From an optimization exercise on the open Yosys and OpenROAD flow, aimed at small area, a short achievable clock period and few clock cycles per item; shortcuts taken in it are not production practice. Function was not checked in any run shown here: the RTL went through the layout flow alone.

## flow/design.v (module list and top-level ports; edited modules follow where they fit)
// module cordic_park_engine: 2498 lines
module cordic_park_engine #(
  parameter int WIDTH       = 16,
  parameter int ANGLE_WIDTH = 16,
  parameter int ITERATIONS  = 14,
  parameter int GUARD_BITS  = 3,
  parameter int GAIN_BITS   = 15,
  parameter int TAG_WIDTH   = 2
) (
  input  logic                          clk,
  input  logic                          rst,
  input  logic                          in_valid,
  output logic                          in_ready,
  input  logic                          mode,
  input  logic signed [WIDTH-1:0]       in_x,
  input  logic signed [WIDTH-1:0]       in_y,
  input  logic [ANGLE_WIDTH-1:0]        angle,
  input  logic [TAG_WIDTH-1:0]          in_tag,
  output logic                          out_valid,
  input  logic                          out_ready,
  output logic signed [WIDTH-1:0]       out_x,
  output logic signed [WIDTH-1:0]       out_y,
  output logic [TAG_WIDTH-1:0]          out_tag,
  output logic                          busy
);
  // ...
==> flow/run.sh <==
#!/bin/bash
# synth_recipe.tcl (not shown) runs the flow's synth.tcl, then flattens the netlist and writes it again
# the make line also repeats each setting of config.mk as NAME=value (left out here)
make -C /OpenROAD-flow-scripts/flow DESIGN_CONFIG=/design/flow/config.mk WORK_HOME=/design/flow/orfs CLKGATE_MAP_FILE= SYNTH_SCRIPT=/design/flow/synth_recipe.tcl finish
==> flow/config.mk <==
export PLATFORM = sky130hd
export DESIGN_NAME = cordic_park_engine
export DESIGN_NICKNAME = cordic_park_engine
export VERILOG_FILES = /design/flow/design.v
export SDC_FILE = /design/flow/constraint.sdc
export NUM_CORES = 4
export LEC_CHECK = 0
export ABC_CLOCK_PERIOD_IN_PS = 5000
export CAP_MARGIN = 20
export CORE_MARGIN = 2
export CORE_UTILIZATION = 60
export CTS_BUF_LIST = sky130_fd_sc_hd__clkbuf_4 sky130_fd_sc_hd__clkbuf_8
export PLACE_DENSITY = 0.72
export SETUP_SLACK_MARGIN = 5
export SLEW_MARGIN = 20
==> flow/constraint.sdc <==
create_clock -name core_clock -period 10.0 [get_ports {clk}]
set_input_delay 2.0000 -clock core_clock [delete_from_list [all_inputs] [get_ports {clk}]]
set_output_delay 2.0000 -clock core_clock [all_outputs]
set_load 0.01 [all_outputs]
==> impl_metrics.tcl, run 1 <==
set metrics [dict create \
    synth_edf_count 474 \
    rrSetupSlack_ns 4.78 \
    synthSimpleGateAreaFrac_pct 6.18 \
    post-synth-top-count-cell "inv_1" \
    path_delay_family "adder cells" \
    fmax_mhz 191 \
    final_max_slew_viol_count 0 \
    worstPathCellList "buf_12 > xnor2_2 > ha_1 > nor2b_1 > o31a_1 > o41ai_4 > o211ai_1 > buf_4 > a2111oi_4 > or2_4 > nor2b_1 > o21ai_1 > nand2b_1 > xnor2_4 > fa_2 > fa_1 > inv_1 > fa_1" \
    finalInstanceArea_um2 64500 \
    worstSkewPairLatency_ns 0.76 \
    num-nonclk-inverters 892 \
    whs_ns 0.420 \
    synth_area_leaders "edfxtp_1, fa_1, ha_1, xnor2_1, inv_1" \
    numCtsBuffers 88 \
    finalCriticalPeriod_ns 5.22 \
    h-tree-depth 3 \
    slew_headroom_pct 28.6 \
    grt_use_total_pct 26.4 \
    cts_root_buffer "clkbuf_8" \
    min_path_cells 0 \
    grt_util_met1_pct 30.7 \
    crit_type "register to register" \
    maxCapViolCount 0 \
    num-multi-input-gates 3909 \
    hpwl_um 95200 \
    wl_met3_um 4510 \
    buffers 337 \
    outcome "complete, no violations" \
    nFillCells 6775 \
    wl_met1_um 49700 \
]
==> inputs of run 2 (changes only) <==
--- a/flow/config.mk
+++ b/flow/config.mk
@@ -10,6 +10,8 @@
 export CORE_MARGIN = 2
 export CORE_UTILIZATION = 60
 export CTS_BUF_LIST = sky130_fd_sc_hd__clkbuf_4 sky130_fd_sc_hd__clkbuf_8
+export CTS_CLUSTER_DIAMETER = 60
+export CTS_CLUSTER_SIZE = 30
 export PLACE_DENSITY = 0.72
 export SETUP_SLACK_MARGIN = 5
 export SLEW_MARGIN = 20
==> run 2 against run 1 <==
  * Still clean on timing, DRC and antenna
  * Sequential cell count is the same
  * Sequential share of layout area rose by 0.15 points
  * Utilization fell by 0.46 points
  * Clock-buffer cell count decreased by 51
  * Critical path depth is 3 higher
==> impl_metrics.tcl, run 2 <==
set metrics [dict create \
    avgSynthCellArea_um2 10.4 \
    register_area_um2 14500 \
    antenna_found_initial 1 \
    slew_headroom_pct 31.5 \
    cts_root_buffer "clkbuf_8" \
    grt_use_total_pct 26.1 \
    pin_count 92 \
    cp-start-kind "register" \
    port_buffers 91 \
    synth_commonest_cells "inv_1, ha_1, xnor2_1, fa_1, edfxtp_1" \
    rsz0062_at_grt "true" \
    post-synth-top-count-cell "inv_1" \
    critPathRequiredTime_ns 10.51 \
    netlist_area_um2 55900 \
    cts.sinks 483 \
    finalCriticalPeriod_ns 5.22 \
    finalHoldViolations 0 \
    rows 111 \
    worstSkewPairLatency_ns 0.78 \
    fin_nets 6981 \
    vias_per_cell 5.52 \
    setup_tns_ns 0 \
    worstPathCellList "buf_12 > xnor2_2 > ha_1 > nor2b_1 > o31a_1 > o41ai_4 > o211ai_1 > and2_4 > a21o_1 > a21oi_4 > xnor2_4 > inv_2 > fa_2 > fa_2 > inv_1 > fa_1 > ha_1 > o21ai_1 > nand2b_1 > a21oi_1 > a21oi_1" \
    yosysSeqAreaShare_pct 25.9 \
    worst_slack_ns 4.78 \
    worst_pin_slew_ns 1.03 \
    end_kind "register" \
    arrival_ns 5.72 \
    hp-class "register to register" \
    crit_type "register to register" \
    finalCritPeriodShare_pct 52.2 \
    path_max_fanout 11 \
    dp_slack_ns 3.77 \
    start_util_pct 60.8 \
    clk_pin_slew_ns 0.11 \
    fin_worst_skew_ns 0.0261 \
    outcome "complete, no violations" \
    dieArea_um2 95600 \
    multi_input_area_um2 39800 \
    synth_area_leader_cell "edfxtp_1" \
    wl_per_cell_um 17.9 \
    whs_ns 0.428 \
    ys_types 83 \
    vias 38500 \
    syn_inst 5381 \
    hpwl_um 95200 \
    cts_hold_buf 0 \
    grt_max_degree 171 \
    clock_path_buffers 3 \
    first_pass_iters 5 \
    finalSetupViolations 0 \
    synth_top_area_share_pct 25.5 \
    final_common_cell "inv_1" \
    crit_slowest_cell "fa_2" \
    ant_nets 0 \
    grt-ovfl-total 0 \
    async_reset_ff_share_pct 1.86 \
    die_h_um 309 \
    wl_um 125000 \
    drive_above_1_share_pct 12.7 \
    tritoncts "built" \
    yosys_warnings 2 \
    final_max_slew_viol_count 0 \
    place_congestion 0.907 \
    grt_pass1_vias 39500 \
    nFillCells 6799 \
    final_cell_mix "inv_1, ha_1, xnor2_1, fa_1, edfxtp_1" \
    synth_area_leaders "edfxtp_1, fa_1, ha_1, xnor2_1, inv_1" \
    ys_seq_elements 483 \
    drt_first_iter_violations 2100 \
    maxCapViolCount 0 \
    worst_path_largest_cell_delay_ns 0.54 \
    drc 0 \
    grt_pass1_wl_um 199000 \
    ys.flop_type "edfxtp_1" \
    core_area_um2 91900 \
    fmax_mhz 192 \
    syn_nets 6670 \
    synth_edf_count 474 \
    numCtsBuffers 56 \
    syn_to_final_growth_pct 14.6 \
    die_x_um 309 \
    h-tree-depth 2 \
]
-- run 2: logic make-up (layout without fill, tap and decap cells) --
logic type,count (synthesis),after routing,share of synthesized area [%]
adders and majority gates,1234,1234,34.4
buffers and inverters,991,1347,6.71
AOI/OAI and AO/OA,984,984,11.3
xor gates and xnor gates,925,925,14.6
and+or+nand+nor,717,719,6.18
DFF,483,483,25.9
muxes,47,47,0.891
other,0,1,0
-- run 2: per-stage QoR --
stage,cell area [µm²],std cells,utilization (%)
global route,64000,6983,69.6
CTS,61900,6845,67.4
floorplan,56300,5381,-
finish,64000,6983,69.6
detailed placement,58500,6637,63.6
global placement,58500,6637,63.6
-- run 2: repair_timing --
item / 4_1_cts / 5_1_grt
buffers inserted: 92 / 131
resized for setup: 197 / 190
setup endpoints to repair: 320 / 120
pin swaps: 56 / 111
gates cloned: 11 / 5
-- run 2: final timing paths --
check                                     from             endpoint  slack (ns)  depth (start not counted)
hold / removal             t_q[0][0]$_DFFE_PN_  t_q[1][0]$_DFFE_PN_        0.43                          0
setup / recovery                p6_q$_DFFE_PN_      c7y_q$_DFFE_PN_        4.78                         21
max in group asynchronous                  rst   v_q[2]$_DFFE_PP0N_        8.28                          3
min in group asynchronous                  rst     ov_q$_DFFE_PP0N_        1.58                          3
hold reg to reg            t_q[0][0]$_DFFE_PN_  t_q[1][0]$_DFFE_PN_        0.43                          0
setup reg to reg                p6_q$_DFFE_PN_      c7y_q$_DFFE_PN_        4.78                         21
-- run 2: cell type report --
| type | count | share of cell area, % |
|---|---|---|
| flip-flops and latches | 483 | 22.6 |
| well taps | 1243 | 2.43 |
| repair buffers | 350 | 5.41 |
| multi-input cells | 3909 | 62.2 |
| inverters | 892 | 5.25 |
| clock buffers | 57 | 1.23 |
| clock inverters | 48 | 0.883 |
| diodes | 1 | 0.00391 |
-- run 2: layer usage --
metal	routed length [µm]	part of all wire, %	GRT usage (%)	up-vias
met2	65700	53	48.9	745
met4	5380	4.3	10.8	0
met5	0	0	0	-
met3	4060	3.2	2.29	272
li1	-	-	-	18600
met1	49800	40	30.7	18900
-- run 2: worst max-delay path: cells and delay by family, from the launching register on --
kind | cells | cell delay (ns)
buffers and inverters | 3 | 0.33
AOI/OAI and AO/OA | 8 | 1.63
xor gates and xnor gates | 2 | 0.29
adders and majority gates | 5 | 1.86
and+or+nand+nor | 3 | 0.42
DFF | 1 | 0.45

static timing again, ports no longer ideal:
Ports are ideal in the flow. The routed layouts listed here were re-timed in OpenROAD. Step 1 assumes that a clkbuf_16 drives the clock port and a buf_2 every other input. Step 2 also shifts input and output timing later by t, the mid clock arrival at the registers, as if the neighbouring blocks saw the same clock. a / b / c = ideal ports / drivers / drivers and shift; a / b = the first two.
run	t (ns)	setup slack, ns	clock arrival spread, ns	worst slew at a driven data input, ns
run 1	0.799	4.776 / 4.776 / 4.435	0.054 / 0.053	0.06
run 2	0.825	4.783 / 4.783 / 4.444	0.042 / 0.042	0.05
After both steps setup and hold are still met in every run listed. The setup slack of run 1, which loses most, moves by 0.000 ns with the drivers and by -0.341 ns with both steps.
